This design comes from an exercise in tuning for small area, a short achievable clock period and few clock cycles per item on the open sky130 flow, not from production work. At most, simulation tests tie the RTL to the original design; equivalence was not proved.

==> inputs of ember <==
// moving_baseline_spike_detector
module moving_baseline_spike_detector #(
    parameter int WINDOW     = 8,
    parameter int DAY_LENGTH = 1440
) (
    input  logic                             i_clk,
    input  logic                             i_rst_n,
    input  logic                             i_valid,
    output logic                             o_ready,
    input  logic [mbsd_pkg::COUNT_W-1:0]     i_error_count,
    input  logic                             i_start_of_day,
    output logic                             o_valid,
    input  logic                             i_ready,
    output logic                             o_decision_valid,
    output logic                             o_anomaly,
    output logic [mbsd_pkg::MINUTE_W-1:0]    o_minute_index,
    output logic [mbsd_pkg::BASE_W-1:0]      o_baseline_sum,
    output logic [mbsd_pkg::TOTAL_W-1:0]     o_anomaly_total,
    input  logic                             i_cfg_valid,
    output logic                             o_cfg_ready,
    input  logic [mbsd_pkg::CFG_IDX_W-1:0]   i_cfg_index,
    input  logic [mbsd_pkg::CFG_W-1:0]       i_cfg_data
);
Settings: LEC_CHECK=0, ABC_AREA=1, CAP_MARGIN=20, CORE_MARGIN=2, CORE_UTILIZATION=40, SETUP_SLACK_MARGIN=5, SLEW_MARGIN=20; clock period 10.0 ns.
standard.sh (not shown) runs the stock make flow with config.mk's settings and CLKGATE_MAP_FILE= SYNTH_SCRIPT=/design/flow/synth_recipe.tcl, a recipe that flattens the netlist after the stock synthesis.
==> flow/flow/run.sh <==
#!/bin/bash
# Standard ORFS layout (the standard.sh) with two changes to how the layout
# is made:
#  - timing repair aims for a larger setup-slack margin (flow/margin.txt), so it
#    keeps improving paths below the clock period;
#  - the port buffers that global placement inserts are plain buffers
#    (flow/port_buffer.txt) instead of the delay cell ORFS picks by default.
# The whole make output goes to make_flow.log; ORFS's per-step logs stay in
# orfs/logs.
set -euo pipefail
MARGIN=$(cat flow/margin.txt)
PORTBUF=$(cat flow/port_buffer.txt)
sed -e "s/SETUP_SLACK_MARGIN=[0-9.]*/SETUP_SLACK_MARGIN=${MARGIN}/" standard.sh > standard_margin.sh
grep -q "SETUP_SLACK_MARGIN=${MARGIN}" standard_margin.sh
bash standard_margin.sh "BUFFER_PORTS_ARGS=-buffer_cell ${PORTBUF}" finish > make_flow.log 2>&1
==> flow/flow/margin.txt <==
6.8
==> flow/flow/port_buffer.txt <==
sky130_fd_sc_hd__buf_2
==> yarrow: changes against ember <==
--- a/flow/design.v
+++ b/flow/design.v
@@ -933,12 +933,13 @@
             neg[i] = mx[2*i+2];
         end
         booth_digits = {one, two, neg};
     endfunction
     localparam logic [23:0] MULT_RST_DIGITS = booth_digits(mbsd_pkg::SPIKE_MULT_RST);
     logic               r_fresh;
+    logic               r_sk_ready;
     logic               r_sk_valid;
     logic [COUNT_W-1:0] r_sk_count;
     logic               r_sk_sod;
     logic               r_in_valid;
     logic [COUNT_W-1:0] r_in_count;
     logic               r_in_sod;
@@ -951,14 +952,14 @@
     logic               r_dc_sod;
     logic               r_dc_above;
     logic               r_dc_dvalid;
     logic [35:0]        r_dc_r0;
     logic [35:0]        r_dc_r1;
     logic [SUM_W-1:0]   r_dc_sum;
-    logic [MC_W-1:0]    r_dc_minute;
     logic               r_out_valid;
+    logic               r_out_empty;
     logic               r_out_dvalid;
     logic               r_out_anomaly;
     logic [MC_W-1:0]    r_out_minute;
     logic [SUM_W-1:0]   r_out_base;
     logic [TOTAL_W-1:0] r_out_total;
     logic               w_adv;
@@ -969,33 +970,33 @@
     logic               w_nx_sod;
     logic               w_step;
     logic [SUM_W-1:0]   w_sum;
     logic [MC_W-1:0]    w_minute;
     logic               w_full;
     logic               w_in_day;
-    logic [7:0]         w_one;
-    logic [7:0]         w_two;
     logic [COUNT_W-1:0] w_oldest;
     logic [SUM_W-1:0]   w_sum_b;
     logic [SUM_W-1:0]   w_sum_c;
     logic [SUM_W-1:0]   w_sum_maj;
     logic [SUM_W-1:0]   w_sum_cs_s;
     logic [SUM_W-1:0]   w_sum_cs_c;
+    logic [SUM_W-1:0]   w_sum_add;
     logic [SUM_W-1:0]   w_sum_next;
     logic [35:0]        w_r0;
     logic [35:0]        w_r1;
     logic [35:0]        w_q;
     logic [35:0]        w_cs_s;
     logic [35:0]        w_cs_maj;
     logic [35:0]        w_cs_c;
     logic [35:0]        w_z;
     logic               w_flag;
     logic [TOTAL_W-1:0] w_tprev;
     logic [TOTAL_W-1:0] w_total;
-    assign w_adv       = !r_out_valid || i_ready;
-    assign o_ready     = !r_sk_valid;
+    logic [MC_W-1:0]    w_out_minute;
+    assign w_adv       = r_out_empty || i_ready;
+    assign o_ready     = r_sk_ready;
     assign w_accept    = i_valid && !r_sk_valid;
     assign o_cfg_ready = 1'b1;
     always_ff @(posedge i_clk) begin
         if (!i_rst_n) begin
             r_thr         <= mbsd_pkg::MIN_THRESHOLD_RST;
             r_mult_digits <= MULT_RST_DIGITS;
@@ -1006,16 +1007,19 @@
             end
         end
     end
     always_ff @(posedge i_clk) begin
         if (!i_rst_n) begin
             r_sk_valid <= 1'b0;
+            r_sk_ready <= 1'b1;
         end else if (w_adv) begin
             r_sk_valid <= 1'b0;
+            r_sk_ready <= 1'b1;
         end else if (w_accept && r_in_valid) begin
             r_sk_valid <= 1'b1;
+            r_sk_ready <= 1'b0;
         end
     end
     always_ff @(posedge i_clk) begin
         if (w_accept) begin
             r_sk_count <= i_error_count;
             r_sk_sod   <= i_start_of_day;
@@ -1046,43 +1050,46 @@
         end
     end
     assign w_sum    = r_in_sod ? '0 : r_sum;
     assign w_minute = r_in_sod ? '0 : r_minute;
     assign w_full   = !r_in_sod && r_full;
     assign w_in_day = r_in_sod || r_in_day;
-    assign w_oldest = w_full ? r_hist[WINDOW-1] : '0;
+    assign w_oldest = r_full ? r_hist[WINDOW-1] : '0;
     assign w_step   = w_adv && r_in_valid;
     assign w_sum_b    = SUM_W'(r_in_count);
     assign w_sum_c    = ~(SUM_W'(w_oldest));
-    assign w_sum_cs_s = w_sum ^ w_sum_b ^ w_sum_c;
-    assign w_sum_maj  = (w_sum & w_sum_b) | (w_sum & w_sum_c) | (w_sum_b & w_sum_c);
+    assign w_sum_cs_s = r_sum ^ w_sum_b ^ w_sum_c;
+    assign w_sum_maj  = (r_sum & w_sum_b) | (r_sum & w_sum_c) | (w_sum_b & w_sum_c);
     assign w_sum_cs_c = {w_sum_maj[SUM_W-2:0], 1'b0};
     mbsd_add #(.W(SUM_W)) u_sum_add (
         .a   (w_sum_cs_s),
         .b   (w_sum_cs_c),
         .cin (1'b1),
-        .s   (w_sum_next)
+        .s   (w_sum_add)
     );
+    assign w_sum_next = r_in_sod ? w_sum_b : w_sum_add;
     always_ff @(posedge i_clk) begin
         if (w_step && w_in_day) begin
-            r_sum     <= w_sum_next;
-            r_minute  <= w_minute + MC_W'(1);
-            r_full    <= w_full || (w_minute == MC_W'(WINDOW - 1));
-            r_in_day  <= w_minute != MC_W'(DAY_LENGTH - 1);
+            r_sum    <= w_sum_next;
+            r_minute <= w_minute + MC_W'(1);
+            r_full   <= w_full || (w_minute == MC_W'(WINDOW - 1));
+            r_in_day <= w_minute != MC_W'(DAY_LENGTH - 1);
+        end
+    end
+    always_ff @(posedge i_clk) begin
+        if (w_step) begin
             r_hist[0] <= r_in_count;
             for (int i = 1; i < WINDOW; i++) begin
                 r_hist[i] <= r_hist[i-1];
             end
         end
     end
-    assign w_one = r_in_sod ? '0 : r_mult_one;
-    assign w_two = r_in_sod ? '0 : r_mult_two;
     mbsd_decide u_decide (
         .s     (r_sum),
-        .m_one (w_one),
-        .m_two (w_two),
+        .m_one (r_mult_one),
+        .m_two (r_mult_two),
         .m_neg (r_mult_neg),
         .c     (r_in_count),
         .r0    (w_r0),
         .r1    (w_r1)
     );
     always_ff @(posedge i_clk) begin
@@ -1097,13 +1104,12 @@
             r_dc_sod    <= r_in_sod;
             r_dc_above  <= r_in_count >= r_thr;
             r_dc_dvalid <= w_full && w_in_day;
             r_dc_r0     <= w_r0;
             r_dc_r1     <= w_r1;
             r_dc_sum    <= w_sum;
-            r_dc_minute <= w_minute;
         end
     end
     assign w_q      = r_mult_neg[7] ? ((36'(r_dc_sum) << 16) | 36'(1 << 14)) : '0;
     assign w_cs_s   = r_dc_r0 ^ r_dc_r1 ^ w_q;
     assign w_cs_maj = (r_dc_r0 & r_dc_r1) | (r_dc_r0 & w_q) | (r_dc_r1 & w_q);
     assign w_cs_c   = {w_cs_maj[34:0], 1'b0};
@@ -1113,29 +1119,33 @@
         .cin (1'b0),
         .s   (w_z)
     );
     assign w_flag  = r_dc_dvalid && r_dc_above && ((r_dc_sum == '0) || w_z[35]);
     assign w_tprev = r_dc_sod ? '0 : r_out_total;
     assign w_total = (w_flag && (w_tprev != mbsd_pkg::TOTAL_MAX)) ? w_tprev + TOTAL_W'(1) : w_tprev;
+    assign w_out_minute = r_dc_sod ? '0 :
+                          (r_out_minute == MC_W'(DAY_LENGTH)) ? r_out_minute : r_out_minute + MC_W'(1);
     always_ff @(posedge i_clk) begin
         if (!i_rst_n) begin
             r_out_valid <= 1'b0;
+            r_out_empty <= 1'b1;
         end else if (w_adv) begin
             r_out_valid <= r_dc_valid;
+            r_out_empty <= !r_dc_valid;
         end
     end
     always_ff @(posedge i_clk) begin
         if (w_adv && r_dc_valid) begin
-            r_out_total <= w_total;
+            r_out_total  <= w_total;
+            r_out_minute <= w_out_minute;
         end
     end
     always_ff @(posedge i_clk) begin
         if (w_adv) begin
             r_out_dvalid  <= r_dc_dvalid;
             r_out_anomaly <= w_flag;
-            r_out_minute  <= r_dc_minute;
             r_out_base    <= r_dc_sum;
         end
     end
     assign o_valid          = r_out_valid;
     assign o_decision_valid = r_out_dvalid;
     assign o_anomaly        = r_out_anomaly;
==> flow/flow/margin.txt (replaced) <==
6.6
CORE_UTILIZATION = 55   (was 40)
CTS_BUF_LIST = sky130_fd_sc_hd__clkbuf_16 sky130_fd_sc_hd__clkbuf_8 sky130_fd_sc_hd__clkbuf_4   (was unset)
CTS_CLUSTER_DIAMETER = 80   (was unset)
CTS_CLUSTER_SIZE = 24   (was unset)
==> violet: changes against ember <==
--- a/flow/design.v
+++ b/flow/design.v
@@ -932,13 +932,12 @@
             two[i] = (mx[2*i+2] & ~mx[2*i+1] & ~mx[2*i]) | (~mx[2*i+2] & mx[2*i+1] & mx[2*i]);
             neg[i] = mx[2*i+2];
         end
         booth_digits = {one, two, neg};
     endfunction
     localparam logic [23:0] MULT_RST_DIGITS = booth_digits(mbsd_pkg::SPIKE_MULT_RST);
-    logic               r_fresh;
     logic               r_sk_valid;
     logic [COUNT_W-1:0] r_sk_count;
     logic               r_sk_sod;
     logic               r_in_valid;
     logic [COUNT_W-1:0] r_in_count;
     logic               r_in_sod;
@@ -964,43 +963,39 @@
     logic               w_adv;
     logic               w_accept;
     logic               w_load;
     logic               w_nx_valid;
     logic [COUNT_W-1:0] w_nx_count;
     logic               w_nx_sod;
+    logic               w_clear;
     logic               w_step;
-    logic [SUM_W-1:0]   w_sum;
-    logic [MC_W-1:0]    w_minute;
-    logic               w_full;
-    logic               w_in_day;
-    logic [7:0]         w_one;
-    logic [7:0]         w_two;
     logic [COUNT_W-1:0] w_oldest;
-    logic [SUM_W-1:0]   w_sum_b;
-    logic [SUM_W-1:0]   w_sum_c;
-    logic [SUM_W-1:0]   w_sum_maj;
-    logic [SUM_W-1:0]   w_sum_cs_s;
-    logic [SUM_W-1:0]   w_sum_cs_c;
-    logic [SUM_W-1:0]   w_sum_next;
     logic [35:0]        w_r0;
     logic [35:0]        w_r1;
     logic [35:0]        w_q;
     logic [35:0]        w_cs_s;
-    logic [35:0]        w_cs_maj;
     logic [35:0]        w_cs_c;
+    logic [35:0]        w_cs_maj;
     logic [35:0]        w_z;
+    logic [SUM_W-1:0]   w_sum_b;
+    logic [SUM_W-1:0]   w_sum_c;
+    logic [SUM_W-1:0]   w_sum_maj;
+    logic [SUM_W-1:0]   w_sum_cs_s;
+    logic [SUM_W-1:0]   w_sum_cs_c;
+    logic [SUM_W-1:0]   w_sum_next;
+    logic               w_dvalid;
     logic               w_flag;
     logic [TOTAL_W-1:0] w_tprev;
     logic [TOTAL_W-1:0] w_total;
     assign w_adv       = !r_out_valid || i_ready;
     assign o_ready     = !r_sk_valid;
     assign w_accept    = i_valid && !r_sk_valid;
     assign o_cfg_ready = 1'b1;
     always_ff @(posedge i_clk) begin
         if (!i_rst_n) begin
-            r_thr         <= mbsd_pkg::MIN_THRESHOLD_RST;
+            r_thr <= mbsd_pkg::MIN_THRESHOLD_RST;
             r_mult_digits <= MULT_RST_DIGITS;
         end else if (i_cfg_valid) begin
             if (i_cfg_index == mbsd_pkg::CFG_MIN_THRESHOLD) r_thr <= i_cfg_data;
             if (i_cfg_index == mbsd_pkg::CFG_SPIKE_MULT) begin
                 r_mult_digits <= booth_digits(i_cfg_data);
             end
@@ -1032,57 +1027,54 @@
             r_in_valid <= w_nx_valid;
         end
     end
     always_ff @(posedge i_clk) begin
         if (w_load) begin
             r_in_count <= w_nx_count;
-            r_in_sod   <= w_nx_sod || r_fresh;
-        end
-    end
-    always_ff @(posedge i_clk) begin
-        if (!i_rst_n) begin
-            r_fresh <= 1'b1;
-        end else if (w_load && w_nx_valid) begin
-            r_fresh <= 1'b0;
+            r_in_sod   <= w_nx_sod;
         end
     end
-    assign w_sum    = r_in_sod ? '0 : r_sum;
-    assign w_minute = r_in_sod ? '0 : r_minute;
-    assign w_full   = !r_in_sod && r_full;
-    assign w_in_day = r_in_sod || r_in_day;
-    assign w_oldest = w_full ? r_hist[WINDOW-1] : '0;
+    assign w_clear  = w_load && w_nx_valid && w_nx_sod;
     assign w_step   = w_adv && r_in_valid;
+    assign w_oldest = r_full ? r_hist[WINDOW-1] : '0;
     assign w_sum_b    = SUM_W'(r_in_count);
     assign w_sum_c    = ~(SUM_W'(w_oldest));
-    assign w_sum_cs_s = w_sum ^ w_sum_b ^ w_sum_c;
-    assign w_sum_maj  = (w_sum & w_sum_b) | (w_sum & w_sum_c) | (w_sum_b & w_sum_c);
+    assign w_sum_cs_s = r_sum ^ w_sum_b ^ w_sum_c;
+    assign w_sum_maj  = (r_sum & w_sum_b) | (r_sum & w_sum_c) | (w_sum_b & w_sum_c);
     assign w_sum_cs_c = {w_sum_maj[SUM_W-2:0], 1'b0};
     mbsd_add #(.W(SUM_W)) u_sum_add (
         .a   (w_sum_cs_s),
         .b   (w_sum_cs_c),
         .cin (1'b1),
         .s   (w_sum_next)
     );
     always_ff @(posedge i_clk) begin
-        if (w_step && w_in_day) begin
-            r_sum     <= w_sum_next;
-            r_minute  <= w_minute + MC_W'(1);
-            r_full    <= w_full || (w_minute == MC_W'(WINDOW - 1));
-            r_in_day  <= w_minute != MC_W'(DAY_LENGTH - 1);
+        if (!i_rst_n || w_clear) begin
+            r_sum    <= '0;
+            r_minute <= '0;
+            r_full   <= 1'b0;
+            r_in_day <= 1'b1;
+        end else if (w_step && r_in_day) begin
+            r_sum    <= w_sum_next;
+            r_minute <= r_minute + MC_W'(1);
+            r_full   <= r_full || (r_minute == MC_W'(WINDOW - 1));
+            r_in_day <= r_minute != MC_W'(DAY_LENGTH - 1);
+        end
+    end
+    always_ff @(posedge i_clk) begin
+        if (w_step && r_in_day) begin
             r_hist[0] <= r_in_count;
             for (int i = 1; i < WINDOW; i++) begin
                 r_hist[i] <= r_hist[i-1];
             end
         end
     end
-    assign w_one = r_in_sod ? '0 : r_mult_one;
-    assign w_two = r_in_sod ? '0 : r_mult_two;
     mbsd_decide u_decide (
         .s     (r_sum),
-        .m_one (w_one),
-        .m_two (w_two),
+        .m_one (r_mult_one),
+        .m_two (r_mult_two),
         .m_neg (r_mult_neg),
         .c     (r_in_count),
         .r0    (w_r0),
         .r1    (w_r1)
     );
     always_ff @(posedge i_clk) begin
@@ -1093,47 +1085,47 @@
         end
     end
     always_ff @(posedge i_clk) begin
         if (w_adv) begin
             r_dc_sod    <= r_in_sod;
             r_dc_above  <= r_in_count >= r_thr;
-            r_dc_dvalid <= w_full && w_in_day;
+            r_dc_dvalid <= r_full && r_in_day;
             r_dc_r0     <= w_r0;
             r_dc_r1     <= w_r1;
-            r_dc_sum    <= w_sum;
-            r_dc_minute <= w_minute;
+            r_dc_sum    <= r_sum;
+            r_dc_minute <= r_minute;
         end
     end
-    assign w_q      = r_mult_neg[7] ? ((36'(r_dc_sum) << 16) | 36'(1 << 14)) : '0;
-    assign w_cs_s   = r_dc_r0 ^ r_dc_r1 ^ w_q;
+    assign w_q    = r_mult_neg[7] ? ((36'(r_dc_sum) << 16) | 36'(1 << 14)) : '0;
+    assign w_cs_s = r_dc_r0 ^ r_dc_r1 ^ w_q;
     assign w_cs_maj = (r_dc_r0 & r_dc_r1) | (r_dc_r0 & w_q) | (r_dc_r1 & w_q);
     assign w_cs_c   = {w_cs_maj[34:0], 1'b0};
     mbsd_add #(.W(36)) u_cmp_add (
         .a   (w_cs_s),
         .b   (w_cs_c),
         .cin (1'b0),
         .s   (w_z)
     );
-    assign w_flag  = r_dc_dvalid && r_dc_above && ((r_dc_sum == '0) || w_z[35]);
-    assign w_tprev = r_dc_sod ? '0 : r_out_total;
-    assign w_total = (w_flag && (w_tprev != mbsd_pkg::TOTAL_MAX)) ? w_tprev + TOTAL_W'(1) : w_tprev;
+    assign w_dvalid = r_dc_dvalid;
+    assign w_flag   = w_dvalid && r_dc_above && ((r_dc_sum == '0) || w_z[35]);
+    assign w_tprev  = r_dc_sod ? '0 : r_out_total;
+    assign w_total  = (w_flag && (w_tprev != mbsd_pkg::TOTAL_MAX)) ? w_tprev + TOTAL_W'(1) : w_tprev;
     always_ff @(posedge i_clk) begin
         if (!i_rst_n) begin
             r_out_valid <= 1'b0;
+            r_out_total <= '0;
         end else if (w_adv) begin
             r_out_valid <= r_dc_valid;
-        end
-    end
-    always_ff @(posedge i_clk) begin
-        if (w_adv && r_dc_valid) begin
-            r_out_total <= w_total;
+            if (r_dc_valid) begin
+                r_out_total <= w_total;
+            end
         end
     end
     always_ff @(posedge i_clk) begin
         if (w_adv) begin
-            r_out_dvalid  <= r_dc_dvalid;
+            r_out_dvalid  <= w_dvalid;
             r_out_anomaly <= w_flag;
             r_out_minute  <= r_dc_minute;
             r_out_base    <= r_dc_sum;
         end
     end
     assign o_valid          = r_out_valid;
==> flow/flow/margin.txt (replaced) <==
7.2
==> impl_metrics.toml <==
[pwr]
ir_drop_mv = 0.137
p_comb_w = 0.00180
p_leak_nw = 13.2

[route]
dr.pass1.iters = 6

[finish]
fin_util = 0.557
seq_share = 0.353
ff_latch_area_um2 = 10800

[clocking]
cts_buffers = 43

[outcome]
status = "no timing/DRC/antenna violations"

[critical_path]
critPathLaunch = "r_mult_digits[18]"
the above is filed under violet

==> impl_metrics.toml <==
[finish]
ff_latch_area_um2 = 10800
seq_share = 0.428
final_cell_mix = "361 x inv_1, 328 x edfxtp_1, 246 x nand2_1, 167 x xor2_1, 161 x fa_1"
fin_util = 0.632

[critical_path]
endpoint = "r_dc_r1[15]"
critPathLaunch = "r_mult_digits[1]"
r2r_cells = 8
r2r-end = "r_dc_r1[15]"

[synth]
postSynthAreaPerCell_um2 = 10.9
yosys.area.top_type_share = 0.440
synth-main-ff-cell = "edfxtp_1"

[route]
wl_per_cell_um = 20.8
dr.pass1.iters = 5

[outcome]
status = "no timing/DRC/antenna violations"

[pwr]
p_comb_w = 0.00146
p_leak_nw = 11.5

[clocking]
ctsHoldBuffers = 0
the above is filed under yarrow

==> impl_metrics.toml <==
[outcome]
status = "no timing/DRC/antenna violations"

[finish]
ff_latch_area_um2 = 11100
fin_util = 0.501
seq_share = 0.400

[critical_path]
worst-r2r-setup-slack_ns = 6.42
critPathLaunch = "r_in_sod"
slowest_delay_ns = 0.54
critical_path_class = "flop to flop"

[pwr]
p_leak_nw = 12.1
p_comb_w = 0.00144

[route]
dr.pass1.iters = 5
dr.max_layer_used = "met5"

[timing]
final-setup-viol-count = 0

[global_routing]
antenna_found_initial = 3

[synth]
synth-xor-area-share = 0.0714
the above is filed under ember

Testbench counts of yarrow, summed over its fixed seeds: cycles 23,064, items 23,040.
Function not checked in ember and violet: the RTL went through the layout flow alone.

re-timing with driven ports:
No port has a modelled driver above. Below, the same layouts with a new extraction and two added sets of constraints. Step 1, drivers: a clkbuf_16 drives i_clk and a buf_2 each remaining input, both assumed. Step 2 times the ports against the registers' clock, not the clock port: input delays grow and output delays shrink by t, the midpoint of the rising clock arrivals with the driver on. a / b / c = ideal ports / drivers / drivers and shift; a / b = the first two.
| run | shift t [ns] | setup WS [ns] | worst setup path at the end |
|---|---|---|---|
| ember | 0.612 | 6.418 / 6.418 / 6.316 | input to register |
| yarrow | 0.641 | 6.659 / 6.659 / 6.079 | input to register |
| violet | 0.629 | 6.652 / 6.652 / 6.408 | input to register |
After both steps every run listed still meets setup and hold. The setup slack of yarrow, which loses most, moves by 0.000 ns with the drivers and by -0.580 ns with both steps.
